This design comes from an exercise in tuning for small area, a short achievable clock period and few clock cycles per item on the open sky130 flow, not from production work. Only simulation tests tie the RTL to the original design; equivalence was not proved. Power is estimated from default activity; no workload was simulated.

===== design/flow/config.mk =====
export PLATFORM = sky130hd
export DESIGN_NAME = alu_exec_top
export DESIGN_NICKNAME = alu_exec_top
export VERILOG_FILES = /design/flow/design.v
export SDC_FILE = /design/flow/constraint.sdc
export NUM_CORES = 4
export LEC_CHECK = 0
export CAP_MARGIN = 20
export CELL_PAD_IN_SITES_DETAIL_PLACEMENT = 1
export CELL_PAD_IN_SITES_GLOBAL_PLACEMENT = 2
export CORE_MARGIN = 2
export CORE_UTILIZATION = 47
export CTS_BUF_LIST = sky130_fd_sc_hd__clkbuf_4
export CTS_CLUSTER_DIAMETER = 40
export CTS_CLUSTER_SIZE = 10
export PLACE_DENSITY = 0.65
export SETUP_SLACK_MARGIN = 4
export SLEW_MARGIN = 20

===== design/flow/design.v =====
package alu_pkg;
  localparam int XLEN       = 32;
  localparam int REG_ADDR_W = 5;
  localparam int NUM_REGS   = 32;
  localparam int                    APB_ADDR_W    = 12;
  localparam logic [APB_ADDR_W-1:0] ADDR_INSTR    = 12'h000;
  localparam logic [APB_ADDR_W-1:0] ADDR_REG_BASE = 12'h080;
  localparam logic [6:0] OPC_OP_IMM = 7'b0010011;
  localparam logic [6:0] OPC_OP     = 7'b0110011;
  localparam logic [6:0] OPC_LUI    = 7'b0110111;
  localparam logic [2:0] F3_ADD_SUB = 3'b000;
  localparam logic [2:0] F3_SLL     = 3'b001;
  localparam logic [2:0] F3_SLT     = 3'b010;
  localparam logic [2:0] F3_SLTU    = 3'b011;
  localparam logic [2:0] F3_XOR     = 3'b100;
  localparam logic [2:0] F3_SR      = 3'b101;
  localparam logic [2:0] F3_OR      = 3'b110;
  localparam logic [2:0] F3_AND     = 3'b111;
  localparam logic [6:0] F7_BASE = 7'b0000000;
  localparam logic [6:0] F7_ALT  = 7'b0100000;
  localparam int CTL_W     = 11;
  localparam int CTL_SUB   = 0;    
  localparam int CTL_ADD   = 1;    
  localparam int CTL_SLT   = 2;    
  localparam int CTL_SLTU  = 3;    
  localparam int CTL_XOR   = 4;    
  localparam int CTL_OR    = 5;    
  localparam int CTL_AND   = 6;    
  localparam int CTL_SLL   = 7;    
  localparam int CTL_SRL   = 8;    
  localparam int CTL_SRA   = 9;    
  localparam int CTL_PASSB = 10;   
endpackage
`timescale 1ns/10ps
module alu_regfile (
  input  logic                           in_clk,
  input  logic                           in_rst,
  input  logic [alu_pkg::REG_ADDR_W-1:0] raddr_i,
  input  logic                           we_i,
  input  logic [alu_pkg::REG_ADDR_W-1:0] waddr_i,
  input  logic [alu_pkg::XLEN-1:0]       wdata_i,
  output logic [alu_pkg::XLEN-1:0]       rdata_o
);
  localparam int N = alu_pkg::NUM_REGS;
  localparam int W = alu_pkg::XLEN;
  logic [W-1:0] regs [1:N-1];
  logic [N-1:1] valid;
  logic [N-1:1] wsel;
  logic [N-1:1] rsel;
  logic         fwd;
  for (genvar i = 1; i < N; i++) begin : g_word
    assign wsel[i] = we_i && (waddr_i == i);
    assign rsel[i] = (raddr_i == i) && valid[i] && !wsel[i];
    always_ff @(posedge in_clk or negedge in_rst) begin
      if (!in_rst) begin
        valid[i] <= 1'b0;
      end else if (wsel[i]) begin
        valid[i] <= 1'b1;
      end
    end
    always_ff @(posedge in_clk) begin
      if (wsel[i]) begin
        regs[i] <= wdata_i;
      end
    end
  end
  assign fwd = we_i && (raddr_i == waddr_i) && (raddr_i != '0);
  always_comb begin
    rdata_o = {W{fwd}} & wdata_i;
    for (int i = 1; i < N; i++) begin
      rdata_o = rdata_o | ({W{rsel[i]}} & regs[i]);
    end
  end
endmodule
`timescale 1ns/10ps
module alu_decoder (
  input  logic [alu_pkg::XLEN-1:0] instr_i,
  output logic [alu_pkg::CTL_W-1:0] ctl_o,
  output logic                     use_imm_o,
  output logic                     lui_o,
  output logic                     illegal_o
);
  logic [6:0] opcode;
  logic [2:0] funct3;
  logic [6:0] funct7;
  assign opcode = instr_i[6:0];
  assign funct3 = instr_i[14:12];
  assign funct7 = instr_i[31:25];
  always_comb begin
    ctl_o     = '0;
    use_imm_o = 1'b0;
    lui_o     = 1'b0;
    illegal_o = 1'b1;
    case (opcode)
      alu_pkg::OPC_LUI: begin
        ctl_o[alu_pkg::CTL_PASSB] = 1'b1;
        use_imm_o   = 1'b1;
        lui_o       = 1'b1;
        illegal_o   = 1'b0;
      end
      alu_pkg::OPC_OP_IMM: begin
        use_imm_o = 1'b1;
        illegal_o = 1'b0;
        case (funct3)
          alu_pkg::F3_ADD_SUB: ctl_o[alu_pkg::CTL_ADD] = 1'b1;
          alu_pkg::F3_SLT:     begin ctl_o[alu_pkg::CTL_SLT]  = 1'b1; ctl_o[alu_pkg::CTL_SUB] = 1'b1; end
          alu_pkg::F3_SLTU:    begin ctl_o[alu_pkg::CTL_SLTU] = 1'b1; ctl_o[alu_pkg::CTL_SUB] = 1'b1; end
          alu_pkg::F3_XOR:     ctl_o[alu_pkg::CTL_XOR] = 1'b1;
          alu_pkg::F3_OR:      ctl_o[alu_pkg::CTL_OR]  = 1'b1;
          alu_pkg::F3_AND:     ctl_o[alu_pkg::CTL_AND] = 1'b1;
          alu_pkg::F3_SLL: begin
            ctl_o[alu_pkg::CTL_SLL] = 1'b1;
            illegal_o = (funct7 != alu_pkg::F7_BASE);
          end
          default: begin
            if (funct7 == alu_pkg::F7_BASE) begin
              ctl_o[alu_pkg::CTL_SRL] = 1'b1;
            end else if (funct7 == alu_pkg::F7_ALT) begin
              ctl_o[alu_pkg::CTL_SRA] = 1'b1;
            end else begin
              illegal_o = 1'b1;
            end
          end
        endcase
      end
      alu_pkg::OPC_OP: begin
        illegal_o = 1'b0;
        case ({funct7, funct3})
          {alu_pkg::F7_BASE, alu_pkg::F3_ADD_SUB}: ctl_o[alu_pkg::CTL_ADD] = 1'b1;
          {alu_pkg::F7_ALT,  alu_pkg::F3_ADD_SUB}: begin ctl_o[alu_pkg::CTL_ADD]  = 1'b1; ctl_o[alu_pkg::CTL_SUB] = 1'b1; end
          {alu_pkg::F7_BASE, alu_pkg::F3_SLL}:     ctl_o[alu_pkg::CTL_SLL] = 1'b1;
          {alu_pkg::F7_BASE, alu_pkg::F3_SLT}:     begin ctl_o[alu_pkg::CTL_SLT]  = 1'b1; ctl_o[alu_pkg::CTL_SUB] = 1'b1; end
          {alu_pkg::F7_BASE, alu_pkg::F3_SLTU}:    begin ctl_o[alu_pkg::CTL_SLTU] = 1'b1; ctl_o[alu_pkg::CTL_SUB] = 1'b1; end
          default:                                 illegal_o = 1'b1;
        endcase
      end
      default: begin
        illegal_o = 1'b1;
      end
    endcase
  end
endmodule
`timescale 1ns/10ps
module alu_execute (
  input  logic [alu_pkg::CTL_W-1:0] ctl_i,
  input  logic [alu_pkg::XLEN-1:0] opa_i,
  input  logic [alu_pkg::XLEN-1:0] opb_i,
  output logic [alu_pkg::XLEN-1:0] result_o
);
  localparam int W = alu_pkg::XLEN;
  logic [W-1:0] b_inv;
  logic [W:0]   sum;
  logic         ltu;
  logic         lts;
  logic [W-1:0] a_rev;
  logic [W-1:0] sh_in;
  logic [W-1:0] sh_out;
  logic [W-1:0] sh_rev;
  logic         fill;
  assign b_inv = opb_i ^ {W{ctl_i[alu_pkg::CTL_SUB]}};
  assign sum   = {1'b0, opa_i} + {1'b0, b_inv} + {{W{1'b0}}, ctl_i[alu_pkg::CTL_SUB]};
  assign ltu   = ~sum[W];
  assign lts   = (opa_i[W-1] ^ opb_i[W-1]) ? opa_i[W-1] : ltu;
  always_comb begin
    for (int i = 0; i < W; i++) a_rev[i] = opa_i[W-1-i];
  end
  assign sh_in  = ctl_i[alu_pkg::CTL_SLL] ? a_rev : opa_i;
  assign fill   = ctl_i[alu_pkg::CTL_SRA] & opa_i[W-1];
  assign sh_out = W'($signed({fill, sh_in}) >>> opb_i[4:0]);
  always_comb begin
    for (int i = 0; i < W; i++) sh_rev[i] = sh_out[W-1-i];
  end
  assign result_o = ({W{ctl_i[alu_pkg::CTL_ADD]}}               & sum[W-1:0])
                  | ({W{ctl_i[alu_pkg::CTL_SLT]}}               & {{(W-1){1'b0}}, lts})
                  | ({W{ctl_i[alu_pkg::CTL_SLTU]}}              & {{(W-1){1'b0}}, ltu})
                  | ({W{ctl_i[alu_pkg::CTL_XOR]}}              & (opa_i ^ opb_i))
                  | ({W{ctl_i[alu_pkg::CTL_OR]}}               & (opa_i | opb_i))
                  | ({W{ctl_i[alu_pkg::CTL_AND]}}              & (opa_i & opb_i))
                  | ({W{ctl_i[alu_pkg::CTL_SLL]}}               & sh_rev)
                  | ({W{ctl_i[alu_pkg::CTL_SRL] | ctl_i[alu_pkg::CTL_SRA]}}   & sh_out)
                  | ({W{ctl_i[alu_pkg::CTL_PASSB]}}             & opb_i);
endmodule
`timescale 1ns/10ps
module alu_apb_slave (
  input  logic                            in_clk,
  input  logic                            in_rst,
  input  logic [alu_pkg::APB_ADDR_W-1:0]  paddr_i,
  input  logic                            psel_i,
  input  logic                            penable_i,
  input  logic                            pwrite_i,
  input  logic [alu_pkg::XLEN-1:0]        pwdata_i,
  input  logic [alu_pkg::CTL_W-1:0]       ctl_i,
  input  logic                            use_imm_i,
  input  logic                            lui_i,
  input  logic                            illegal_i,
  output logic                            pready_o,
  output logic                            pslverr_o,
  output logic                            access_o,
  output logic [alu_pkg::REG_ADDR_W-1:0]  raddr_s_o,
  output logic [alu_pkg::REG_ADDR_W-1:0]  rs2_o,
  output logic [alu_pkg::REG_ADDR_W-1:0]  wreg_o,
  output logic                            bus_wr_o,
  output logic                            alu_go_o,
  output logic [alu_pkg::CTL_W-1:0]       ctl_o,
  output logic                            use_imm_o,
  output logic                            lui_o
);
  logic instr_hit;
  logic reg_hit;
  logic instr_ok;
  logic access_q;
  logic err_q;
  logic buswr_q;
  logic instr_q;
  assign instr_hit = (paddr_i == alu_pkg::ADDR_INSTR);
  assign reg_hit   = (paddr_i[alu_pkg::APB_ADDR_W-1:7] == 5'b00001) && (paddr_i[1:0] == 2'b00);
  assign instr_ok  = instr_hit & pwrite_i & ~illegal_i;
  assign raddr_s_o = paddr_i[7] ? paddr_i[6:2] : pwdata_i[19:15];
  always_ff @(posedge in_clk or negedge in_rst) begin
    if (!in_rst) begin
      access_q <= 1'b0;
      alu_go_o <= 1'b0;
    end else begin
      access_q <= psel_i & ~penable_i;
      alu_go_o <= access_q & instr_q;
    end
  end
  always_ff @(posedge in_clk) begin
    err_q     <= ~(instr_ok | reg_hit);
    buswr_q   <= reg_hit & pwrite_i;
    instr_q   <= instr_ok & (pwdata_i[11:7] != '0);
    wreg_o    <= paddr_i[7] ? paddr_i[6:2] : pwdata_i[11:7];
    rs2_o     <= pwdata_i[24:20];
    ctl_o     <= ctl_i;
    use_imm_o <= use_imm_i;
    lui_o     <= lui_i;
  end
  assign access_o  = access_q;
  assign pready_o  = access_q;
  assign pslverr_o = err_q;
  assign bus_wr_o  = access_q & buswr_q;
endmodule
`timescale 1ns/10ps
module alu_exec_top (
  input  logic                           in_clk,
  input  logic                           in_rst,
  input  logic [alu_pkg::APB_ADDR_W-1:0] paddr_i,
  input  logic                           psel_i,
  input  logic                           penable_i,
  input  logic                           pwrite_i,
  input  logic [alu_pkg::XLEN-1:0]       pwdata_i,
  output logic [alu_pkg::XLEN-1:0]       prdata_o,
  output logic                           pready_o,
  output logic                           pslverr_o
);
  localparam int W = alu_pkg::XLEN;
  logic [alu_pkg::CTL_W-1:0]      dec_ctl;
  logic                           dec_use_imm;
  logic                           dec_lui;
  logic                           dec_illegal;
  logic [alu_pkg::CTL_W-1:0]      ctl;
  logic                           use_imm;
  logic                           lui;
  logic                           access;
  logic [alu_pkg::REG_ADDR_W-1:0] raddr_s;
  logic [alu_pkg::REG_ADDR_W-1:0] rs2;
  logic [alu_pkg::REG_ADDR_W-1:0] wreg;
  logic [alu_pkg::REG_ADDR_W-1:0] raddr;
  logic                           bus_wr;
  logic                           alu_go;
  logic [W-1:0]                   port;
  logic [W-1:0]                   imm;
  logic [W-1:0]                   opa_q;
  logic                           byp_q;
  logic [W-1:0]                   opa;
  logic [W-1:0]                   opb_q;
  logic [W-1:0]                   result;
  logic                           wb_pend_q;
  logic [alu_pkg::REG_ADDR_W-1:0] wb_addr_q;
  logic [W-1:0]                   wb_data_q;
  alu_decoder u_decoder (
    .instr_i   (pwdata_i),
    .ctl_o     (dec_ctl),
    .use_imm_o (dec_use_imm),
    .lui_o     (dec_lui),
    .illegal_o (dec_illegal)
  );
  alu_apb_slave u_apb_slave (
    .in_clk    (in_clk),
    .in_rst    (in_rst),
    .paddr_i   (paddr_i),
    .psel_i    (psel_i),
    .penable_i (penable_i),
    .pwrite_i  (pwrite_i),
    .pwdata_i  (pwdata_i),
    .ctl_i     (dec_ctl),
    .use_imm_i (dec_use_imm),
    .lui_i     (dec_lui),
    .illegal_i (dec_illegal),
    .pready_o  (pready_o),
    .pslverr_o (pslverr_o),
    .access_o  (access),
    .raddr_s_o (raddr_s),
    .rs2_o     (rs2),
    .wreg_o    (wreg),
    .bus_wr_o  (bus_wr),
    .alu_go_o  (alu_go),
    .ctl_o     (ctl),
    .use_imm_o (use_imm),
    .lui_o     (lui)
  );
  assign raddr = access ? rs2 : raddr_s;
  alu_regfile u_regfile (
    .in_clk  (in_clk),
    .in_rst  (in_rst),
    .raddr_i (raddr),
    .we_i    (wb_pend_q),
    .waddr_i (wb_addr_q),
    .wdata_i (wb_data_q),
    .rdata_o (port)
  );
  assign imm = lui ? {pwdata_i[31:12], 12'b0} : {{(W-12){pwdata_i[31]}}, pwdata_i[31:20]};
  assign opa = byp_q ? wb_data_q : opa_q;
  always_ff @(posedge in_clk) begin
    if (!access) begin
      byp_q <= alu_go && (raddr == wreg);
    end
    opa_q <= access ? opa : port;
    opb_q <= use_imm ? imm : port;
  end
  assign prdata_o = opa;
  alu_execute u_execute (
    .ctl_i    (ctl),
    .opa_i    (opa_q),
    .opb_i    (opb_q),
    .result_o (result)
  );
  always_ff @(posedge in_clk or negedge in_rst) begin
    if (!in_rst) begin
      wb_pend_q <= 1'b0;
    end else begin
      wb_pend_q <= alu_go | bus_wr;
    end
  end
  always_ff @(posedge in_clk) begin
    if (alu_go || bus_wr) begin
      wb_addr_q <= wreg;
      wb_data_q <= alu_go ? result : pwdata_i;
    end
  end
endmodule

===== design/flow/standard.sh =====
#!/bin/bash
# synth_recipe.tcl (not shown) runs the flow's synth.tcl, then flattens the netlist and writes it again
# the make line also repeats each setting of config.mk as NAME=value (left out here)
make -C /OpenROAD-flow-scripts/flow DESIGN_CONFIG=/design/flow/config.mk WORK_HOME=/design/flow/orfs CLKGATE_MAP_FILE= SYNTH_SCRIPT=/design/flow/synth_recipe.tcl "${@:-finish}"

===== design/flow/constraint.sdc =====
create_clock -name core_clock -period 8.0 [get_ports {in_clk}]
set_input_delay 1.6000 -clock core_clock [delete_from_list [all_inputs] [get_ports {in_clk}]]
set_output_delay 1.6000 -clock core_clock [all_outputs]
set_load 0.01 [all_outputs]

===== design/flow/flow/run.sh =====
#!/bin/bash
# The standard layout with extra ORFS settings on make's command line
set -euo pipefail
bash standard.sh 'BUFFER_PORTS_ARGS=-buffer_cell sky130_fd_sc_hd__buf_4' finish > make_finish.log 2>&1

==> results.sh, run 1 <==
export IMPL_status="complete, no violations"
export IMPL_cap_violations=0
export IMPL_ant_nets=0
export IMPL_cpMostUsedCell="buf_4"
export IMPL_nFillCells=9886
export IMPL_syn_area_per_cell_um2=15.0
export IMPL_cts_htree_levels=4
export IMPL_vias_per_cell=7.03
export IMPL_synthesis_instances=3254
export IMPL_firstDrtPassIters=6
export IMPL_place_congestion=0.950
export IMPL_insertion_delay_ns=1.15
export IMPL_fmax_mhz=247
export IMPL_synth_fa_ha_area_frac=0.0247
export IMPL_drc=0
export IMPL_rr_worst_depth=13
export IMPL_cp_top_family="compound AO/OA/AOI/OAI gates"
export IMPL_yosysWarnings=6
export IMPL_ys_ff_latch=1153
export IMPL_design_die_area_um2=107000
export IMPL_crit_chain="buf_4 > mux2i_2 > o21ai_4 > nor2_1 > and4b_2 > buf_4 > a22o_1 > a221oi_2 > nand4_1 > a211o_1 > mux2_2"
export IMPL_synth_edf_count=1030
export IMPL_power_mw=10.7
export IMPL_clockBufferDepth=3
export IMPL_grt_pass1_wl_um=283000
export IMPL_syn_num_nets=3399
export IMPL_synth_largest_area_cell="edfxtp_1"
export IMPL_slew_headroom=0.292
export IMPL_chipWidth_um=326
export IMPL_leakagePower_nw=19.1
export IMPL_grt_max_degree=64
export IMPL_boundaryPins=83
export IMPL_synth_area_top_cells="edfxtp_1, dfxtp_1, a221oi_1"
export IMPL_clock_sinks=1153
export IMPL_crit_end="opa_q[10]"
export IMPL_synth_compound_area_frac=0.151
export IMPL_worstReg2RegStart="u_apb_slave.ctl_o[0]"
export IMPL_crit_start="paddr_i[7]"
export IMPL_cp_end_kind="flip-flop"
export IMPL_powerDensity_nw_per_um2=191
export IMPL_async_flop_share=0.0295
export IMPL_crit_buf_inv=2
export IMPL_dp_hpwl_um=120000
export IMPL_post_synth_and_or_nand_nor_area_fraction=0.0643
export IMPL_synth_top_family_by_area="compound AO/OA/AOI/OAI gates"
export IMPL_cts_tree="built"
export IMPL_synthXorXnorAreaFrac=0.0106
export IMPL_initial_core_util=0.473
export IMPL_synth_area_mux_share=0.0345
export IMPL_rows=118
export IMPL_fin_worst_skew_ns=0.121
export IMPL_cp_num_cells=11
export IMPL_slowest_stage="a211o_1"
export IMPL_grt_antenna_before_repair=10
export IMPL_grt_pass1_vias=34493
export IMPL_min_period_ns=4.05
export IMPL_ys_flop_type="edfxtp_1"
export IMPL_tightest_slew_ns=1.05
export IMPL_fin_tns_setup_ns=0
export IMPL_core_um2=103000
export IMPL_drtIter0Drc=5770
export IMPL_cpPeakStageDelay_ns=0.44
export IMPL_hp_class="in2async"
export IMPL_slew_violations=0
export IMPL_worst_path_max_fanout=32
export IMPL_port_buffers=82
export IMPL_synth_top_area_frac=0.633
export IMPL_nets=3655
export IMPL_vias=35168
export IMPL_netlist_cell_type_count=98
export IMPL_synthToLayoutAreaGrowth_pct=14.3
export IMPL_cts_buffers_inserted=163
export IMPL_crit_type="in2reg"
export IMPL_startpoint_type="primary input"
export IMPL_die_height_um=326
export IMPL_reg2reg_slack_ns=4.06
export IMPL_hold_viol=0
export IMPL_fin_crit_sh=0.507
export IMPL_wl_per_cell_um=41.7
export IMPL_overflow=0
export IMPL_drive_gt1_frac=0.241
export IMPL_grt_setup_unrepaired="true"
export IMPL_track_usage=0.388
export IMPL_hold_buffers=0
export IMPL_clkSlewWorstSetupHoldPaths_ns=0.12
export IMPL_required_ns=9.00
export IMPL_root_buffer="clkbuf_4"
export IMPL_setup_viol=0
export IMPL_drt_total_wl_um=209000
export IMPL_r2r_end="wb_data_q[27]"
export IMPL_synth_area_um2=48900
export IMPL_ys_seq_area_frac=0.687
export IMPL_vdd_drop_max_mv=0.143
export IMPL_crit_arrival_ns=5.05
## per-stage QoR
stage | cell area (µm²) | hold WS [ns] | std cells | setup slack, ns | util
2_1_floorplan | 48900 | 0.419 | 3254 | 4.04 | -
3_3_place_gp | 51600 | 0.422 | 4640 | 2.12 | 0.499
3_5_place_dp | 51600 | 0.445 | 4642 | 2.17 | 0.499
4_1_cts | 55200 | 0.340 | 4969 | 3.89 | 0.534
5_1_grt | 55800 | 0.412 | 5004 | 3.92 | 0.540
6_report | 55800 | 0.413 | 5005 | 3.95 | 0.540
## worst min path at each step
stage / endpoint / slack (ns) / depth (start not counted)
5_1_grt: u_regfile.valid[14] / 0.41 / 1
4_1_cts: u_regfile.valid[14] / 0.34 / 1
3_3_place_gp: u_apb_slave.alu_go_o / 0.42 / 1
2_1_floorplan: u_apb_slave.alu_go_o / 0.42 / 1
3_5_place_dp: u_regfile.valid[23] / 0.45 / 1
6_report: u_regfile.valid[28] / 0.41 / 1
## layer usage
metal	share of wire	GRT usage
met2	0.43	0.570
met3	0.12	0.0932
met5	0.00013	0
met4	0.041	0.147
met1	0.41	0.560
## cell usage in the layout (no fill, tap or decap), drive strengths merged, types with 20 or more instances in the layout
cell type,netlist,routed
xnor2,21,21
xor2,38,38
nor2,150,150
inv,89,94
edfxtp,1030,1030
nor3,36,36
o21ai,125,125
mux2i,34,34
clkbuf,111,206
nand4,68,68
a211o,26,26
buf,90,287
dfxtp,89,89
a22oi,122,122
mux2,53,53
mux4,33,33
a21oi,68,68
ha,95,95
or2,34,34
clkinv,3,42
a221oi,201,201
nand2,163,163
a222oi,40,40
dfrtp,34,34
o21a,45,45
o211ai,24,24
a22o,162,162
nand3,40,40
a21o,20,20
## power breakdown
part / internal (mW) / leakage [nW] / total [mW] / switching [mW]
Clock: 1.67 / 1.26 / 3.85 / 2.17
Combinational: 0.118 / 7.43 / 0.337 / 0.219
Sequential: 6.46 / 10.5 / 6.48 / 0.0189
Total: 8.25 / 19.1 / 10.7 / 2.41
## worst register-to-register path: stages (launching register included)
cell,delay [ns]
dfxtp_4,0.36
buf_12,0.16
buf_4,0.16
xor2_2,0.19
ha_2,0.47
a21oi_1,0.10
o21ai_0,0.23
a221oi_1,0.14
a21bo_2,0.32
a31oi_4,0.16
o21a_1,0.22
o21ai_0,0.76
o221a_2,0.34
a211oi_1,0.06
## logic make-up (layout without fill, tap and decap cells)
kind of cell | Yosys count | count (layout)
AOI/OAI and AO/OA | 945 | 945
xor gates and xnor gates | 59 | 59
adders and majority gates | 96 | 96
buffers and inverters | 293 | 657
DFF | 1153 | 1153
muxes | 120 | 120
other | 0 | 7
and+or+nand+nor | 588 | 588
## final cells by class
| type | count | area (µm²) | area share |
|---|---|---|---|
| tap | 1380 | 1730 | 0.0309 |
| multi-input combinational | 1808 | 15000 | 0.269 |
| inverter | 92 | 349 | 0.00625 |
| timing repair buffer | 292 | 2850 | 0.0511 |
| clock buffer | 202 | 1520 | 0.0272 |
| clock inverter | 71 | 749 | 0.0134 |
| sequential | 1153 | 33600 | 0.602 |
| antenna | 7 | 17.5 | 0.000314 |
## sequential cells by signal (all words and copies together) (netlist names)
name,flops
u_regfile.regs,992
opa_q,32
opb_q,32
wb_data_q,32
u_regfile.valid,31
u_apb_slave.ctl_o,10
u_apb_slave.rs2_o,5
u_apb_slave.wreg_o,5
wb_addr_q,5
byp_q,1
u_apb_slave.access_q,1
u_apb_slave.alu_go_o,1
u_apb_slave.buswr_q,1
u_apb_slave.err_q,1
u_apb_slave.instr_q,1
u_apb_slave.lui_o,1
u_apb_slave.use_imm_o,1
wb_pend_q,1
## cells in the mapped netlist (9+ instances only)
library cell and number:
a2111oi_0 9, a211o_1 26, a21o_1 20, a21oi_1 68
a221oi_1 188, a221oi_2 13, a222oi_1 40, a22o_1 162
a22oi_1 122, a31oi_1 12, buf_1 12, buf_2 50
buf_4 9, buf_6 19, clkbuf_1 111, dfrtp_1 34
dfxtp_1 89, edfxtp_1 1030, ha_1 95, inv_1 89
mux2_2 53, mux2i_1 33, mux4_2 33, nand2_1 161
nand2b_1 10, nand3_1 36, nand4_1 68, nor2_1 150
nor2b_1 12, nor3_1 27, nor4b_2 10, o2111ai_1 12
o211ai_1 24, o21a_1 43, o21ai_0 116, o22a_1 12
o22ai_1 15, or2_2 34, xnor2_1 21, xor2_1 38
## timing repair
| action | in CTS | in global routing |
|---|---|---|
| setup buffers | 48 | 28 |
| pin swaps | 7 | 8 |
| hold endpoints to repair | 0 | 0 |
| cloned | 6 | 1 |
| resized for setup | 215 | 67 |
| setup endpoints to repair | 116 | 75 |
Testbench counts, summed over its fixed seeds: cycles 49,008, transfers 24,504.
==> inputs of run 2 (changes only) <==
==> design/flow/config.mk (replaced) <==
export PLATFORM = sky130hd
export DESIGN_NAME = alu_exec_top
export DESIGN_NICKNAME = alu_exec_top
export VERILOG_FILES = /design/flow/design.v
export SDC_FILE = /design/flow/constraint.sdc
export NUM_CORES = 4
export LEC_CHECK = 0
export CAP_MARGIN = 20
export CELL_PAD_IN_SITES_DETAIL_PLACEMENT = 1
export CELL_PAD_IN_SITES_GLOBAL_PLACEMENT = 2
export CORE_MARGIN = 2
export CORE_UTILIZATION = 52
export CTS_BUF_LIST = sky130_fd_sc_hd__clkbuf_8
export CTS_CLUSTER_DIAMETER = 50
export CTS_CLUSTER_SIZE = 16
export PLACE_DENSITY = 0.68
export SETUP_SLACK_MARGIN = 4
export SLEW_MARGIN = 20
==> run 2 against run 1 <==
  * Still clean
  * First-iteration DRC count grew 5.9%
  * Clock power grew 2%
  * Synthesized cell count is the same
  * Routed wire length shrank 0.89%
  * Largest cell class unchanged
==> results.sh, run 2 <==
export IMPL_hold_viol=0
export IMPL_root_buffer="clkbuf_8"
export IMPL_pwr_share_seq=0.604
export IMPL_dp_hpwl_um=116000
export IMPL_nFillCells=8604
export IMPL_synthToLayoutAreaGrowth_pct=13.3
export IMPL_status="complete, no violations"
export IMPL_place_congestion=0.962
export IMPL_fmax_mhz=245
export IMPL_ys_flop_type="edfxtp_1"
export IMPL_grt_pass1_vias=34656
export IMPL_synth_area_um2=48900
export IMPL_port_buffers=82
export IMPL_core_um2=93200
export IMPL_firstDrtPassIters=6
export IMPL_chipWidth_um=311
export IMPL_p_int_mw=8.23
export IMPL_initial_core_util=0.524
export IMPL_crit_arrival_ns=2.48
export IMPL_cap_violations=0
export IMPL_pre_cts_ws_ns=2.45
export IMPL_syn_num_nets=3399
export IMPL_track_usage=0.423
export IMPL_largest_register_ff_count=992
export IMPL_synthXorXnorAreaFrac=0.0106
export IMPL_fin_tns_setup_ns=0
export IMPL_clkSlewWorstSetupHoldPaths_ns=0.09
export IMPL_slew_headroom=0.217
export IMPL_p_switching_mw=2.50
export IMPL_vias_per_cell=7.37
export IMPL_leakagePower_nw=18.9
export IMPL_insertion_delay_ns=0.85
export IMPL_fin_worst_skew_ns=0.0493
export IMPL_cts_tree="built"
export IMPL_grt_max_degree=65
export IMPL_final_common_cell="edfxtp_1"
export IMPL_reg2reg_slack_ns=4.00
export IMPL_clock_sinks=1153
export IMPL_die_height_um=311
export IMPL_startpoint_type="flip-flop"
export IMPL_regMostFlops="u_regfile.regs"
export IMPL_overflow=0
export IMPL_drive_gt1_frac=0.211
export IMPL_synth_compound_area_frac=0.151
export IMPL_grt_pass1_wl_um=282000
export IMPL_tightest_slew_ns=1.17
export IMPL_whs_ns=0.467
export IMPL_post_synth_and_or_nand_nor_area_fraction=0.0643
export IMPL_cp_end_kind="primary output"
export IMPL_design_die_area_um2=96400
export IMPL_worstReg2RegStart="wb_addr_q[3]"
export IMPL_required_ns=6.40
export IMPL_yosysWarnings=6
export IMPL_clockBufferDepth=3
export IMPL_wl_per_cell_um=43.2
export IMPL_vias=35323
export IMPL_grt_setup_unrepaired="true"
export IMPL_hp_class="reg2reg"
export IMPL_drc=0
export IMPL_synth_largest_area_cell="edfxtp_1"
export IMPL_drtIter0Drc=6109
export IMPL_synth_area_top_cells="edfxtp_1, dfxtp_1, a221oi_1"
export IMPL_synthesis_instances=3254
export IMPL_synth_top_area_frac=0.633
export IMPL_power_mw=10.7
export IMPL_cts_htree_levels=3
export IMPL_powerDensity_nw_per_um2=194
export IMPL_ant_nets=0
export IMPL_ys_seq_area_frac=0.687
export IMPL_syn_area_per_cell_um2=15.0
export IMPL_hp_start="u_apb_slave.wreg_o[1]"
export IMPL_boundaryPins=83
export IMPL_yosys_top_cells_count="edfxtp_1, a221oi_1, a22o_1"
export IMPL_synth_fa_ha_area_frac=0.0247
export IMPL_fin_crit_sh=0.510
export IMPL_crit_start="opa_q[2]"
export IMPL_yosysMostFrequentCell="edfxtp_1"
export IMPL_setup_ws_ns=3.92
export IMPL_worst_path_max_fanout=8
export IMPL_switching_share=0.233
export IMPL_synth_edf_count=1030
export IMPL_nets=3594
export IMPL_final_cell_mix="edfxtp_1, buf_4, a221oi_1, a22o_1, nand2_1"
export IMPL_drt_total_wl_um=207000
export IMPL_ys_ff_latch=1153
export IMPL_synth_top_family_by_area="compound AO/OA/AOI/OAI gates"
export IMPL_pwr_share_comb=0.030
export IMPL_cts_buffers_inserted=109
export IMPL_async_flop_share=0.0295
export IMPL_p_clk_frac=0.366
export IMPL_synth_area_mux_share=0.0345
export IMPL_slew_violations=0
export IMPL_setup_viol=0
export IMPL_final_core_utilization=0.594
export IMPL_min_period_ns=4.08
export IMPL_crit_type="reg2out"
export IMPL_rows=112
export IMPL_netlist_cell_type_count=98
export IMPL_grt_antenna_before_repair=6
export IMPL_vdd_drop_max_mv=0.227
run 2: cell counts after synthesis:
Identical to the previous run, type by type.
run 2: layout make-up:
class,instances,area (µm²),share of cell area
flip-flops and latches,1153,33600,0.607
multi-input cells,1813,14900,0.269
repair buffers,280,2590,0.0469
well taps,1254,1570,0.0284
clock buffers,109,1500,0.0271
clock inverters,87,882,0.0159
inverters,92,345,0.00624
diodes,2,5.00,0.0000904
run 2: metrics by stage:
stage | area [µm²] | instances
6_report | 55300 | 4790
5_1_grt | 55300 | 4789
4_1_cts | 54800 | 4761
3_5_place_dp | 51300 | 4503
3_3_place_gp | 51300 | 4502
2_1_floorplan | 48900 | 3254
run 2: worst max-delay path, cell delays in order (launching register included):
cell and delay [ns]:
dfxtp_1 0.66, inv_1 0.27, o21ai_0 0.52, buf_4 0.22
run 2: routing by layer:
metal | GRT usage | routed length [µm]
met1 | 0.590 | 78100
met3 | 0.114 | 27500
met4 | 0.201 | 11400
met2 | 0.619 | 89800
met5 | 0 | 61
run 2: kinds of logic after synthesis:
group           after synthesis
compound gates              945
xor+xnor                     59
fa+ha+maj                    96
buf+inv                     293
flops                      1153
mux                         120
simple gates                588
run 2: repair_timing:
action | CTS | global route
resized for setup | 123 | 57
setup buffers | 57 | 26
pin swaps | 10 | 11
hold buffers | 0 | 0
gates cloned | 5 | 1
setup endpoints to repair | 107 | 80
run 2: worst paths after layout:
| check | end | depth (start not counted) |
|---|---|---|
| min reg2reg | wb_addr_q[1] | 0 |
| max reg2reg | opa_q[14] | 9 |
| max | prdata_o[2] | 3 |
| min | wb_addr_q[1] | 0 |
| max in group asynchronous | u_apb_slave.access_q | 1 |
| min in group asynchronous | u_regfile.valid[27] | 1 |
run 2: power groups by stage:
stage	logic, mW	clock network, mW	registers (mW)
after floorplan	0.140	0	6.61
after global placement	0.262	0	6.62
after detailed placement	0.266	0	6.62
after CTS	0.300	3.94	6.48
after global routing	0.334	4.15	6.48
final	0.324	3.93	6.48
==> inputs of run 3 (changes only) <==
--- a/design/flow/config.mk
+++ b/design/flow/config.mk
@@ -9,10 +9,10 @@
 export CELL_PAD_IN_SITES_DETAIL_PLACEMENT = 1
 export CELL_PAD_IN_SITES_GLOBAL_PLACEMENT = 2
 export CORE_MARGIN = 2
-export CORE_UTILIZATION = 52
+export CORE_UTILIZATION = 47
 export CTS_BUF_LIST = sky130_fd_sc_hd__clkbuf_8
 export CTS_CLUSTER_DIAMETER = 50
 export CTS_CLUSTER_SIZE = 16
-export PLACE_DENSITY = 0.68
-export SETUP_SLACK_MARGIN = 4
+export PLACE_DENSITY = 0.65
+export SETUP_SLACK_MARGIN = 4.3
 export SLEW_MARGIN = 20
==> run 3 against run 2 <==
  * Still clean on timing, DRC and antenna
  * First-iteration DRC count grew 4.4%
  * Worst setup slack gained 0.23 ns
  * Clock power grew 11%
  * Combinational power grew 19%
  * Synthesized area is the same
  * Global-route usage shrank 2.0 points
  * Non-clock buffer count grew 128
==> results.sh, run 3 <==
export IMPL_status="complete, no violations"
export IMPL_slew_violations=0
export IMPL_chipWidth_um=326
export IMPL_hold_depth=1
export IMPL_vdd_drop_max_mv=0.171
export IMPL_hold_viol=0
export IMPL_synthToLayoutAreaGrowth_pct=19.9
export IMPL_cts_tree="built"
export IMPL_startpoint_type="flip-flop"
export IMPL_worstReg2RegStart="wb_addr_q[4]"
export IMPL_holdPathEnd="u_apb_slave.alu_go_o"
export IMPL_rows=118
export IMPL_required_ns=6.40
export IMPL_core_um2=103000
export IMPL_powerDensity_nw_per_um2=192
export IMPL_cts_htree_levels=3
export IMPL_crit_type="reg2out"
export IMPL_yosysMostFrequentCell="edfxtp_1"
export IMPL_hp_class="reg2reg"
export IMPL_largest_register_ff_count=992
export IMPL_hp_start="u_apb_slave.instr_q"
export IMPL_initial_core_util=0.473
export IMPL_power_mw=11.2
export IMPL_fin_worst_skew_ns=0.0721
export IMPL_drc=0
export IMPL_fmax_mhz=260
export IMPL_port_buffers=82
export IMPL_hold_buffers=0
export IMPL_grt_pass1_vias=34590
export IMPL_overflow=0
export IMPL_ys_ff_latch=1153
export IMPL_fin_tns_setup_ns=0
export IMPL_wl_per_cell_um=44.0
export IMPL_worst_path_max_fanout=16
export IMPL_fin_crit_sh=0.481
export IMPL_yosys_top_cells_count="edfxtp_1, a221oi_1, a22o_1"
export IMPL_ys_seq_area_frac=0.687
export IMPL_synthesis_instances=3254
export IMPL_syn_num_nets=3399
export IMPL_pre_cts_ws_ns=2.33
export IMPL_min_period_ns=3.85
export IMPL_rr_worst_depth=10
export IMPL_cp_end_kind="primary output"
export IMPL_setup_viol=0
export IMPL_clkSlewWorstSetupHoldPaths_ns=0.09
export IMPL_final_cell_mix="edfxtp_1, buf_4, a22o_1, nand2_1, a221oi_1"
export IMPL_grt_setup_unrepaired="true"
export IMPL_clockBufferDepth=3
export IMPL_synth_largest_area_cell="edfxtp_1"
export IMPL_synth_top_area_frac=0.633
export IMPL_track_usage=0.403
export IMPL_die_height_um=326
export IMPL_leakagePower_nw=20.1
export IMPL_syn_area_per_cell_um2=15.0
export IMPL_tightest_slew_ns=1.14
export IMPL_insertion_delay_ns=0.85
export IMPL_root_buffer="clkbuf_8"
export IMPL_yosysWarnings=6
export IMPL_vias=36263
export IMPL_drive_gt1_frac=0.279
export IMPL_boundaryPins=83
export IMPL_drtIter0Drc=6379
export IMPL_vias_per_cell=7.15
export IMPL_netlist_cell_type_count=98
export IMPL_reg2reg_slack_ns=4.23
export IMPL_nets=3731
export IMPL_place_congestion=0.938
export IMPL_synth_area_um2=48900
export IMPL_synth_edf_count=1030
export IMPL_final_common_cell="edfxtp_1"
export IMPL_clock_sinks=1153
export IMPL_cap_violations=0
export IMPL_synth_area_top_cells="edfxtp_1, dfxtp_1, a221oi_1"
export IMPL_regMostFlops="u_regfile.regs"
export IMPL_cts_buffers_inserted=117
export IMPL_slew_headroom=0.236
export IMPL_crit_arrival_ns=2.25
export IMPL_r2r_end="opa_q[16]"
export IMPL_async_flop_share=0.0295
export IMPL_setup_ws_ns=4.15
export IMPL_firstDrtPassIters=6
export IMPL_grt_pass1_wl_um=295000
export IMPL_dp_hpwl_um=118000
export IMPL_ys_flop_type="edfxtp_1"
export IMPL_design_die_area_um2=107000
export IMPL_grt_antenna_before_repair=15
export IMPL_final_core_utilization=0.567
export IMPL_drt_total_wl_um=223000
export IMPL_ant_nets=0
export IMPL_grt_max_degree=65
-- run 3: how the worst max path moves through the flow --
stage               startpoint            to  slack, ns  depth (start not counted)
floorplan           paddr_i[7]      opa_q[2]       4.17                         12
global placement    paddr_i[7]      opa_q[2]       2.35                         11
detailed placement  paddr_i[7]      opa_q[2]       2.33                         11
CTS                      byp_q  prdata_o[27]       4.17                          3
global route             byp_q   prdata_o[2]       4.15                          4
finish                   byp_q   prdata_o[2]       4.15                          4
-- run 3: cell type report --
class                           instances  area, µm²
Antenna cell                            8       20.0
Fill cell                            9589      44800
Clock buffer                          119       1640
Timing Repair Buffer                  408       4320
Multi-Input combinational cell       1814      15800
Inverter                               92        347
Sequential cell                      1153      33600
Clock inverter                         96       1110
Tap cell                             1380       1730
-- run 3: routing by layer --
metal | vias up | GRT usage | wire (µm)
li1 | 13910 | - | -
met4 | 16 | 0.160 | 11400
met5 | - | 0 | 108
met3 | 539 | 0.108 | 28800
met1 | 19107 | 0.579 | 87000
met2 | 2691 | 0.585 | 95700
-- run 3: per-stage QoR --
stage               cells  area [µm²]  hold slack, ns
finish               5070       58600           0.447
CTS                  4988       57100           0.452
floorplan            3254       49500           0.419
detailed placement   4634       51900           0.439
global placement     4634       51900           0.440
global route         5064       58600           0.464
-- run 3: logic make-up after synthesis --
kind of cell	count (synthesis)	share of synthesized area
adders and majority gates	96	0.0247
xor gates and xnor gates	59	0.0106
DFF	1153	0.687
and+or+nand+nor	588	0.0643
AOI/OAI and AO/OA	945	0.151
muxes	120	0.0345
buffers and inverters	293	0.0274
-- run 3: timing repair --
action,4_1_cts,5_1_grt
cloned,12,11
setup endpoints to repair,117,98
buffers inserted,127,63
resized for setup,250,147
pin swaps,60,48
-- run 3: critical path: stages, from the launching register on --
cell and delay [ns]:
edfxtp_1 0.39, buf_6 0.18, buf_16 0.20, o21ai_1 0.41
buf_4 0.22
-- run 3: power breakdown --
group | switching (mW) | internal (mW)
Sequential | 0.0198 | 6.46
Clock | 2.40 | 1.96
Combinational | 0.239 | 0.145
Total | 2.66 | 8.57
==> inputs of run 4 (changes only) <==
--- a/design/flow/config.mk
+++ b/design/flow/config.mk
@@ -5,6 +5,7 @@
 export SDC_FILE = /design/flow/constraint.sdc
 export NUM_CORES = 4
 export LEC_CHECK = 0
+export ABC_AREA = 1
 export CAP_MARGIN = 20
 export CELL_PAD_IN_SITES_DETAIL_PLACEMENT = 1
 export CELL_PAD_IN_SITES_GLOBAL_PLACEMENT = 2
@@ -14,5 +15,5 @@
 export CTS_CLUSTER_DIAMETER = 50
 export CTS_CLUSTER_SIZE = 16
 export PLACE_DENSITY = 0.65
-export SETUP_SLACK_MARGIN = 4.3
+export SETUP_SLACK_MARGIN = 4
 export SLEW_MARGIN = 20
==> run 4 against run 3 <==
  * Still clean on timing, DRC and antenna
  * Via count rose by 30%
  * Critical path depth decreased by 1
  * Sequential share of layout area fell by 1.6 points
  * Clock power barely moved
  * Largest power group unchanged
  * Highest routed layer unchanged
==> results.sh, run 4 <==
export IMPL_status="complete, no violations"
export IMPL_tightest_slew_ns=1.20
export IMPL_chipWidth_um=343
export IMPL_yosys_top_cells_count="nand2_1, nand3_1, edfxtp_1"
export IMPL_final_common_cell="nand2_1"
export IMPL_ys_flop_type="edfxtp_1"
export IMPL_crit_arrival_ns=2.48
export IMPL_vias=47204
export IMPL_synth_fa_ha_area_frac=0.0223
export IMPL_hp_class="reg2reg"
export IMPL_vdd_drop_max_mv=0.134
export IMPL_largest_register_ff_count=992
export IMPL_setup_ws_ns=3.92
export IMPL_required_ns=6.40
export IMPL_synth_area_mux_share=0
export IMPL_min_period_ns=4.08
export IMPL_synth_edf_count=1030
export IMPL_place_congestion=0.995
export IMPL_cp_end_kind="primary output"
export IMPL_dp_hpwl_um=156000
export IMPL_synthToLayoutAreaGrowth_pct=11.4
export IMPL_drc=0
export IMPL_placed_cell_area_um2=56700
export IMPL_clkSlewWorstSetupHoldPaths_ns=0.09
export IMPL_fmax_mhz=245
export IMPL_crit_type="reg2out"
export IMPL_instances_no_fill=7235
export IMPL_drt_total_wl_um=259000
export IMPL_synth_area_top_cells="edfxtp_1, nand3_1, nand2_1"
export IMPL_drive_gt1_frac=0.112
export IMPL_boundaryPins=83
export IMPL_fin_worst_skew_ns=0.0948
export IMPL_fin_crit_sh=0.510
export IMPL_grt_antenna_before_repair=7
export IMPL_insertion_delay_ns=0.89
export IMPL_synth_area_um2=54100
export IMPL_regMostFlops="u_regfile.regs"
export IMPL_pre_cts_ws_ns=2.94
export IMPL_yosysWarnings=6
export IMPL_final_cell_mix="nand2_1, nand3_1, edfxtp_1, nor2_1, inv_1"
export IMPL_yosysMostFrequentCell="nand2_1"
export IMPL_grt_setup_unrepaired="true"
export IMPL_grt_pass1_vias=46420
export IMPL_synth_largest_area_cell="edfxtp_1"
export IMPL_slew_violations=0
export IMPL_async_flop_share=0.0295
export IMPL_design_area_um2=60200
export IMPL_hold_viol=0
export IMPL_ys_ff_latch=1153
export IMPL_dp_cells=6948
export IMPL_nets=5753
export IMPL_drtIter0Drc=7794
export IMPL_syn_num_nets=5643
export IMPL_cap_violations=0
export IMPL_post_synth_and_or_nand_nor_area_fraction=0.281
export IMPL_syn_area_per_cell_um2=9.84
export IMPL_ant_nets=0
export IMPL_synth_top_family_by_area="simple AND/OR/NAND/NOR gates"
export IMPL_overflow=0
export IMPL_initial_core_util=0.474
export IMPL_worst_path_max_fanout=5
export IMPL_grt_pass1_wl_um=357000
export IMPL_die_height_um=343
export IMPL_leakagePower_nw=24.8
export IMPL_fin_tns_setup_ns=0
export IMPL_synth_compound_area_frac=0.0233
export IMPL_netlist_cell_type_count=52
export IMPL_powerDensity_nw_per_um2=187
export IMPL_clock_sinks=1153
export IMPL_port_buffers=82
export IMPL_core_um2=114000
export IMPL_synth_top_area_frac=0.572
export IMPL_ys_seq_area_frac=0.621
export IMPL_cts_buffers_inserted=117
export IMPL_track_usage=0.435
export IMPL_cts_tree="built"
export IMPL_design_die_area_um2=118000
export IMPL_wl_per_cell_um=35.8
export IMPL_vias_per_cell=6.52
export IMPL_startpoint_type="flip-flop"
export IMPL_grt_max_degree=65
export IMPL_root_buffer="clkbuf_8"
export IMPL_rows=124
export IMPL_cts_htree_levels=3
export IMPL_setup_viol=0
export IMPL_synthesis_instances=5498
export IMPL_clockBufferDepth=3
export IMPL_slew_headroom=0.198
export IMPL_firstDrtPassIters=7
export IMPL_synthXorXnorAreaFrac=0.00615
-- run 4: changes by cell type after synthesis, sizes merged, moves of 122 or more --
| cell | previous run | this run |
|---|---|---|
| nand3 | 40 | 1328 |
| nand2 | 163 | 1427 |
| nor2 | 150 | 540 |
| a221oi | 201 | 5 |
| inv | 89 | 280 |
| a22o | 162 | 0 |
| a22oi | 122 | 0 |
-- run 4: routing by layer --
metal  vias up  GRT usage  wire (µm)
li1      19270          -          -
met1     23715      0.593      98400
met5         -          0         11
met3       729      0.119      34800
met4         2      0.211      14500
met2      3488      0.645     111000
-- run 4: kinds of logic after synthesis --
kind of cell | count (synthesis)
AOI/OAI and AO/OA | 218
xor gates and xnor gates | 38
adders and majority gates | 96
buffers and inverters | 581
DFF | 1153
and+or+nand+nor | 3412
-- run 4: metrics by stage --
| step | power [mW] | hold WS (ns) | util |
|---|---|---|---|
| 4_1_cts | 11.2 | 0.404 | 0.526 |
| 3_5_place_dp | 7.00 | 0.422 | 0.497 |
| 6_report | 11.3 | 0.407 | 0.527 |
| 3_3_place_gp | 6.99 | 0.400 | 0.496 |
| 2_1_floorplan | 6.80 | 0.396 | - |
| 5_1_grt | 11.5 | 0.442 | 0.527 |
-- run 4: final timing paths --
path	depth (start not counted)	startpoint	endpoint	slack, ns
max	3	opa_q[8]	prdata_o[8]	3.92
min	2	u_apb_slave.instr_q	u_apb_slave.alu_go_o	0.41
max reg2reg	15	u_apb_slave.access_q	opa_q[13]	4.01
min reg2reg	2	u_apb_slave.instr_q	u_apb_slave.alu_go_o	0.41
max in group asynchronous	1	in_rst	u_apb_slave.access_q	6.93
min in group asynchronous	1	in_rst	u_regfile.valid[18]	0.68
-- run 4: cell type report --
type / count / area, µm²
tap: 1512 / 1890
multi-input combinational: 3769 / 18400
clock buffer: 122 / 1680
inverter: 285 / 1090
timing repair buffer: 282 / 2530
clock inverter: 99 / 1070
fill: 12660 / 54000
antenna: 13 / 32.5
sequential: 1153 / 33600
-- run 4: critical path: stages (launching register included) --
cell     delay (ns)
dfxtp_1        0.68
inv_1          0.13
o21ai_1        0.58
buf_4          0.25
-- run 4: timing repair --
action                     4_1_cts  5_1_grt
setup endpoints to repair       96       46
hold buffers                     0        0
gates cloned                     4        1
setup buffers                   37       11
pin swaps                       17        4
resized for setup               52       19
-- run 4: where the power goes --
part | switching [mW] | total [mW] | internal, mW | leakage, nW
sequential | 0.0142 | 6.48 | 6.46 | 10.5
clock | 2.52 | 4.38 | 1.85 | 1.39
combinational | 0.336 | 0.424 | 0.0879 | 12.9
total | 2.87 | 11.3 | 8.40 | 24.8
==> inputs of run 5 (changes only) <==
--- a/design/flow/config.mk
+++ b/design/flow/config.mk
@@ -5,7 +5,6 @@
 export SDC_FILE = /design/flow/constraint.sdc
 export NUM_CORES = 4
 export LEC_CHECK = 0
-export ABC_AREA = 1
 export CAP_MARGIN = 20
 export CELL_PAD_IN_SITES_DETAIL_PLACEMENT = 1
 export CELL_PAD_IN_SITES_GLOBAL_PLACEMENT = 2
==> run 5 against run 4 <==
  * Still clean on timing, DRC and antenna
  * Register-to-register slack improved by 0.06 ns
  * First-iteration DRC count decreased by 24%
  * Sequential share of layout area up 4.6 points
  * Combinational power shrank 21%
  * Synthesized area down 9.7%
  * Cell count decreased by 32%
  * Critical path type is now in2reg
==> results.sh, run 5 <==
export IMPL_core_um2=103000
export IMPL_boundaryPins=83
export IMPL_syn_num_nets=3399
export IMPL_multi_input_area_um2=15000
export IMPL_drc=0
export IMPL_insertion_delay_ns=0.83
export IMPL_cp_end_kind="flip-flop"
export IMPL_root_buffer="clkbuf_8"
export IMPL_vdd_drop_max_mv=0.179
export IMPL_grt_antenna_before_repair=8
export IMPL_rr_worst_depth=11
export IMPL_cts_tree="built"
export IMPL_yosys_top_cells_count="edfxtp_1, a221oi_1, a22o_1"
export IMPL_ys_flop_type="edfxtp_1"
export IMPL_p_int_mw=8.20
export IMPL_hp_start="u_apb_slave.instr_q"
export IMPL_status="complete, no violations"
export IMPL_synth_top_area_frac=0.633
export IMPL_pwr_share_comb=0.031
export IMPL_slew_violations=0
export IMPL_slew_headroom=0.177
export IMPL_clkSlewWorstSetupHoldPaths_ns=0.10
export IMPL_drt_total_wl_um=208000
export IMPL_die_height_um=326
export IMPL_p_clk_frac=0.364
export IMPL_chipWidth_um=326
export IMPL_drive_gt1_frac=0.214
export IMPL_cpMostUsedCell="buf_4"
export IMPL_clock_sinks=1153
export IMPL_vias_per_cell=7.03
export IMPL_fin_crit_sh=0.507
export IMPL_track_usage=0.385
export IMPL_worstReg2RegStart="wb_addr_q[0]"
export IMPL_grt_pass1_vias=33484
export IMPL_grt_setup_unrepaired="true"
export IMPL_crit_buf_inv=4
export IMPL_startpoint_type="primary input"
export IMPL_cap_violations=0
export IMPL_async_flop_share=0.0295
export IMPL_design_die_area_um2=107000
export IMPL_cpPeakStageDelay_ns=0.41
export IMPL_grt_pass1_wl_um=281000
export IMPL_synthesis_instances=3254
export IMPL_instances_no_fill=4919
export IMPL_slowest_stage="a211o_1"
export IMPL_place_congestion=0.950
export IMPL_worst_path_max_fanout=29
export IMPL_cts_htree_levels=3
export IMPL_cp_num_cells=13
export IMPL_syn_area_per_cell_um2=15.0
export IMPL_nFillCells=9787
export IMPL_largest_register_ff_count=992
export IMPL_tightest_slew_ns=1.22
export IMPL_hold_buffers=0
export IMPL_crit_chain="buf_4 > mux2i_4 > o21ai_4 > buf_4 > buf_4 > nor4b_2 > nor2b_4 > buf_8 > a22o_1 > a221oi_1 > nand4_1 > a211o_1 > mux2_2"
export IMPL_firstDrtPassIters=6
export IMPL_dp_hpwl_um=120000
export IMPL_clockBufferDepth=3
export IMPL_p_switching_mw=2.53
export IMPL_powerDensity_nw_per_um2=193
export IMPL_register_area_um2=33600
export IMPL_rows=118
export IMPL_crit_start="paddr_i[7]"
export IMPL_initial_core_util=0.473
export IMPL_final_common_cell="edfxtp_1"
export IMPL_ys_ff_latch=1153
export IMPL_synth_area_top_cells="edfxtp_1, dfxtp_1, a221oi_1"
export IMPL_regMostFlops="u_regfile.regs"
export IMPL_fin_tns_setup_ns=0
export IMPL_yosysWarnings=6
export IMPL_hold_depth=1
export IMPL_overflow=0
export IMPL_vias=34593
export IMPL_nets=3593
export IMPL_hold_viol=0
export IMPL_ys_seq_area_frac=0.687
export IMPL_switching_share=0.236
export IMPL_yosysMostFrequentCell="edfxtp_1"
export IMPL_drtIter0Drc=5900
export IMPL_synthToLayoutAreaGrowth_pct=13.8
export IMPL_fmax_mhz=247
export IMPL_min_period_ns=4.05
export IMPL_crit_arrival_ns=4.77
export IMPL_synth_area_um2=48900
export IMPL_port_buffers=82
export IMPL_hp_class="reg2reg"
export IMPL_pwr_share_seq=0.604
export IMPL_leakagePower_nw=18.9
export IMPL_synth_largest_area_cell="edfxtp_1"
export IMPL_ant_nets=0
export IMPL_fin_worst_skew_ns=0.0551
export IMPL_setup_viol=0
export IMPL_cts_buffers_inserted=111
export IMPL_required_ns=8.72
export IMPL_final_cell_mix="edfxtp_1, buf_4, a221oi_1, a22o_1, nand2_1"
export IMPL_dp_cells=4642
export IMPL_synth_edf_count=1030
export IMPL_crit_type="in2reg"
export IMPL_netlist_cell_type_count=98
export IMPL_cp_top_family="compound AO/OA/AOI/OAI gates"
export IMPL_grt_max_degree=64
export IMPL_wl_per_cell_um=42.4
run 5: cell count changes in the layout (fill, tap and decap cells not counted), sizes merged, moves of 122 or more:
cell and change:
a22o +162, inv -181, a221oi +196, nor2 -395, a22oi +122, nand3 -1288
nand2 -1264
run 5: repair_timing:
item | in CTS | in global routing
gates cloned | 4 | 2
gates resized for setup | 138 | 74
endpoints found under the setup margin | 110 | 71
buffers inserted | 39 | 28
pin swaps | 12 | 15
run 5: final timing paths:
path	to	slack (ns)
max	opa_q[6]	3.95
min	u_apb_slave.alu_go_o	0.47
max reg2reg	opa_q[6]	4.07
min reg2reg	u_apb_slave.alu_go_o	0.47
max in group asynchronous	u_apb_slave.alu_go_o	6.83
min in group asynchronous	u_regfile.valid[12]	0.74
run 5: per-layer routing:
layer  wire length, µm  share of wire  global-route usage  vias up
met5                 0              0                   0        -
met4              7970          0.038               0.126        0
met3             24000           0.12              0.0825      350
met2             91100           0.44               0.573     2330
met1             85200           0.41               0.564    18314
li1                  -              -                   -    13599
run 5: power by group through the flow:
stage	clock, mW	combinational, mW	sequential (mW)
floorplan	0	0.140	6.61
global placement	0	0.270	6.62
detailed placement	0	0.272	6.62
CTS	3.94	0.304	6.48
global route	4.14	0.346	6.48
finish	3.91	0.335	6.48
run 5: final cells by class:
type / count / area share
well taps: 1380 / 0.0311
repair buffers: 277 / 0.0471
clock buffers: 113 / 0.0280
flip-flops and latches: 1153 / 0.604
multi-input cells: 1813 / 0.269
clock inverters: 89 / 0.0146
inverters: 92 / 0.00621
diodes: 2 / 0.0000900
run 5: per-stage QoR:
stage | utilization | total power [mW] | hold WS, ns | instance area [µm²] | setup WS, ns
after floorplan | - | 6.75 | 0.419 | 48900 | 4.04
after global placement | 0.499 | 6.89 | 0.422 | 51600 | 2.12
after detailed placement | 0.499 | 6.89 | 0.445 | 51600 | 2.17
after CTS | 0.532 | 10.7 | 0.472 | 55000 | 3.78
after global routing | 0.538 | 11.0 | 0.480 | 55600 | 3.93
final | 0.538 | 10.7 | 0.466 | 55600 | 3.95
run 5: worst register-to-register path, delay by kind of cell (launching register included):
kind            cells  cell delay [ns]
simple gates        5             1.37
compound gates      3             1.01
buf+inv             2             0.70
flops               1             0.49
mux                 1             0.26
run 5: logic make-up (layout without fill, tap and decap cells):
family | after synthesis | in the layout | synth area share
other | 0 | 2 | 0
AO/OA/AOI/OAI | 945 | 945 | 0.151
adder cells (fa/ha/maj) | 96 | 96 | 0.0247
AND/OR/NAND/NOR | 588 | 593 | 0.0643
XOR/XNOR | 59 | 59 | 0.0106
flip-flops | 1153 | 1153 | 0.687
buffers and inverters | 293 | 571 | 0.0274
multiplexers | 120 | 120 | 0.0345
==> inputs of run 6 (changes only) <==
--- a/design/flow/design.v
+++ b/design/flow/design.v
@@ -322,9 +322,7 @@
   assign imm = lui ? {pwdata_i[31:12], 12'b0} : {{(W-12){pwdata_i[31]}}, pwdata_i[31:20]};
   assign opa = byp_q ? wb_data_q : opa_q;
   always_ff @(posedge in_clk) begin
-    if (!access) begin
-      byp_q <= alu_go && (raddr == wreg);
-    end
+    byp_q <= alu_go && (raddr == wreg);
     opa_q <= access ? opa : port;
     opb_q <= use_imm ? imm : port;
   end
@@ -343,9 +341,7 @@
     end
   end
   always_ff @(posedge in_clk) begin
-    if (alu_go || bus_wr) begin
-      wb_addr_q <= wreg;
-      wb_data_q <= alu_go ? result : pwdata_i;
-    end
+    wb_addr_q <= wreg;
+    wb_data_q <= alu_go ? result : pwdata_i;
   end
 endmodule
==> run 6 against run 5 <==
  * Clock skew is 0.0017 ns higher
  * Worst setup slack worse by 0.11 ns
  * Cell count is 0.24% higher
  * Via count is 1.4% lower
  * Sequential power is 2% higher
  * Power is 4.1% higher
  * Synthesized area is 0.41% higher
  * Largest cell class unchanged
  * Largest power group unchanged
==> results.sh, run 6 <==
export IMPL_status="complete, no violations"
export IMPL_setup_ws_ns=3.84
export IMPL_cp_end_kind="flip-flop"
export IMPL_nFillCells=9867
export IMPL_regMostFlops="u_regfile.regs"
export IMPL_synth_area_mux_share=0.0365
export IMPL_rows=118
export IMPL_reg2reg_slack_ns=3.98
export IMPL_netlist_cell_type_count=96
export IMPL_cap_violations=0
export IMPL_root_buffer="clkbuf_8"
export IMPL_multi_input_area_um2=14900
export IMPL_boundaryPins=83
export IMPL_design_die_area_um2=107000
export IMPL_vias_per_cell=6.92
export IMPL_fin_crit_sh=0.520
export IMPL_slew_headroom=0.210
export IMPL_register_area_um2=33200
export IMPL_vdd_drop_max_mv=0.196
export IMPL_hp_class="reg2reg"
export IMPL_worst_path_max_fanout=13
export IMPL_synthesis_instances=3280
export IMPL_hp_start="u_apb_slave.wreg_o[3]"
export IMPL_synth_fa_ha_area_frac=0.0246
export IMPL_syn_area_per_cell_um2=15.0
export IMPL_r2r_end="opa_q[26]"
export IMPL_ant_nets=0
export IMPL_slew_violations=0
export IMPL_post_synth_and_or_nand_nor_area_fraction=0.0676
export IMPL_final_cell_mix="edfxtp_1, buf_4, nand2_1, a22o_1, a221oi_1"
export IMPL_die_height_um=327
export IMPL_synth_top_area_frac=0.607
export IMPL_grt_setup_unrepaired="true"
export IMPL_ys_seq_area_frac=0.676
export IMPL_fmax_mhz=241
export IMPL_worstReg2RegStart="wb_pend_q"
export IMPL_core_um2=103000
export IMPL_rr_worst_depth=11
export IMPL_ys_flop_type="edfxtp_1"
export IMPL_fin_tns_setup_ns=0
export IMPL_leakagePower_nw=18.9
export IMPL_synthToLayoutAreaGrowth_pct=12.7
export IMPL_hold_depth=0
export IMPL_hold_buffers=0
export IMPL_min_period_ns=4.16
export IMPL_powerDensity_nw_per_um2=202
export IMPL_required_ns=8.73
export IMPL_synth_area_um2=49100
export IMPL_wl_per_cell_um=40.9
export IMPL_initial_core_util=0.474
export IMPL_startpoint_type="primary input"
export IMPL_crit_type="in2reg"
export IMPL_overflow=0
export IMPL_grt_max_degree=64
export IMPL_yosysWarnings=6
export IMPL_synth_top_family_by_area="compound AO/OA/AOI/OAI gates"
export IMPL_port_buffers=82
export IMPL_pre_cts_ws_ns=2.45
export IMPL_firstDrtPassIters=6
export IMPL_ys_ff_latch=1153
export IMPL_final_core_utilization=0.534
export IMPL_clkSlewWorstSetupHoldPaths_ns=0.07
export IMPL_insertion_delay_ns=0.85
export IMPL_cts_buffers_inserted=116
export IMPL_grt_pass1_vias=33601
export IMPL_power_mw=11.2
export IMPL_largest_register_ff_count=992
export IMPL_dp_hpwl_um=117000
export IMPL_grt_antenna_before_repair=5
export IMPL_yosysMostFrequentCell="edfxtp_1"
export IMPL_synth_edf_count=992
export IMPL_clock_sinks=1153
export IMPL_synth_area_top_cells="edfxtp_1, dfxtp_1, a22o_1"
export IMPL_vias=34122
export IMPL_clockBufferDepth=3
export IMPL_drive_gt1_frac=0.220
export IMPL_syn_num_nets=3425
export IMPL_holdPathEnd="wb_addr_q[3]"
export IMPL_grt_pass1_wl_um=275000
export IMPL_fin_worst_skew_ns=0.0567
export IMPL_hold_viol=0
export IMPL_async_flop_share=0.0295
export IMPL_setup_viol=0
export IMPL_drtIter0Drc=5287
export IMPL_track_usage=0.372
export IMPL_drt_total_wl_um=201000
export IMPL_yosys_top_cells_count="edfxtp_1, nand2_1, a22o_1"
export IMPL_chipWidth_um=327
export IMPL_synth_compound_area_frac=0.152
export IMPL_nets=3596
export IMPL_whs_ns=0.381
export IMPL_cts_htree_levels=3
export IMPL_cts_tree="built"
export IMPL_drc=0
export IMPL_place_congestion=0.903
export IMPL_tightest_slew_ns=1.19
export IMPL_crit_arrival_ns=4.89
export IMPL_synth_largest_area_cell="edfxtp_1"
export IMPL_final_common_cell="edfxtp_1"
export IMPL_synthXorXnorAreaFrac=0.0111
-- run 6: cell count changes after synthesis, moves of 11 or more --
cell / change
a221oi_1: -25
a221oi_2: +20
buf_6: +17
clkbuf_1: -20
dfxtp_1: +38
edfxtp_1: -38
nand2_1: +24
nor2_1: -16
o211ai_1: -13
o21ai_0: -11
o22ai_1: -11
-- run 6: repair_timing --
action	CTS	global route
setup buffers	52	8
pin swaps	13	4
gates resized for setup	105	28
setup endpoints to repair	95	62
cloned	3	0
-- run 6: power by group --
group	switching, mW	leakage (nW)	internal (mW)	total [mW]
clock	2.33	1.39	1.96	4.29
combinational	0.211	7.10	0.0835	0.295
sequential	0.0525	10.4	6.53	6.58
-- run 6: worst max-delay path by stage --
| stage | slack, ns | end | from | cells past startpoint |
|---|---|---|---|---|
| global placement | 2.22 | opa_q[17] | paddr_i[7] | 10 |
| finish | 3.84 | opa_q[26] | paddr_i[7] | 13 |
| CTS | 3.99 | opa_q[29] | paddr_i[7] | 12 |
| global route | 3.97 | opa_q[8] | wb_addr_q[4] | 14 |
| detailed placement | 2.45 | opa_q[29] | paddr_i[7] | 12 |
| floorplan | 4.01 | opa_q[23] | wb_addr_q[4] | 12 |
-- run 6: cell type report --
| cell class | instances | area share |
|---|---|---|
| Clock buffer | 121 | 0.0301 |
| Tap cell | 1380 | 0.0312 |
| Inverter | 96 | 0.00654 |
| Sequential cell | 1153 | 0.601 |
| Multi-Input combinational cell | 1820 | 0.269 |
| Antenna cell | 1 | 0.0000453 |
| Timing Repair Buffer | 264 | 0.0428 |
| Clock inverter | 96 | 0.0191 |
-- run 6: kinds of logic (layout without fill, tap and decap cells) --
family	Yosys count	after routing
DFF	1153	1153
AOI/OAI and AO/OA	921	922
and+or+nand+nor	615	617
buffers and inverters	310	577
muxes	123	123
adders and majority gates	96	96
xor gates and xnor gates	62	62
other	0	1
-- run 6: critical path: stages --
cell and delay, ns:
buf_6 0.18, mux2i_4 0.32, o21a_4 0.27, buf_4 0.16, buf_4 0.11, nor4b_4 0.04, buf_4 0.21, nor2b_4 0.17
buf_4 0.24, a221oi_1 0.64, nand4_1 0.24, a211o_1 0.39, mux2_2 0.29
-- run 6: through the flow --
stage	instances	instance area [µm²]
finish	4931	55300
global route	4931	55300
CTS	4921	55100
detailed placement	4649	51500
global placement	4649	51500
floorplan	3280	49100
-- run 6: metal layers --
layer	track usage	vias to the layer above	share of wire
met1	0.533	18022	0.41
met2	0.573	2177	0.45
met5	0.0151	-	0.0011
met4	0.119	2	0.038
li1	-	13527	-
met3	0.0724	394	0.10
Testbench counts of run 6, summed over its fixed seeds: cycles 49,008, transfers 24,504.

[port drivers added, routing unchanged]
The results above use ideal ports. As a check the final layouts listed here were re-extracted and re-timed, cells and wires unchanged. Step 1, drivers: a clkbuf_16 drives in_clk and a buf_2 each remaining input, both assumed. Step 2 times the ports against the registers' clock, not the clock port: input delays grow and output delays shrink by t, the midpoint of the rising clock arrivals with the driver on. Slacks: ideal ports / drivers / drivers and shift; pairs: ideal ports / drivers.
run	shift t [ns]	slack for setup (ns)	latest minus earliest clock arrival (ns)	slew at the worst register clock pin (ns)	worst data-port slew with drivers (ns)
run 1	1.162	3.948 / 3.886 / 2.823	0.131 / 0.131	0.12 / 0.12	0.06
run 2	0.891	3.919 / 3.848 / 3.090	0.056 / 0.056	0.10 / 0.10	0.06
run 3	0.885	4.148 / 4.070 / 3.184	0.073 / 0.073	0.10 / 0.10	0.15
run 4	0.919	3.923 / 3.847 / 3.290	0.095 / 0.095	0.11 / 0.11	0.05
run 5	0.867	3.948 / 3.983 / 3.116	0.061 / 0.061	0.10 / 0.10	0.06
run 6	0.897	3.842 / 3.872 / 2.976	0.057 / 0.057	0.11 / 0.11	0.05
After both steps setup and hold are still met in every run listed. The setup slack of run 1, which loses most, moves by -0.062 ns with the drivers and by -1.125 ns with both steps.
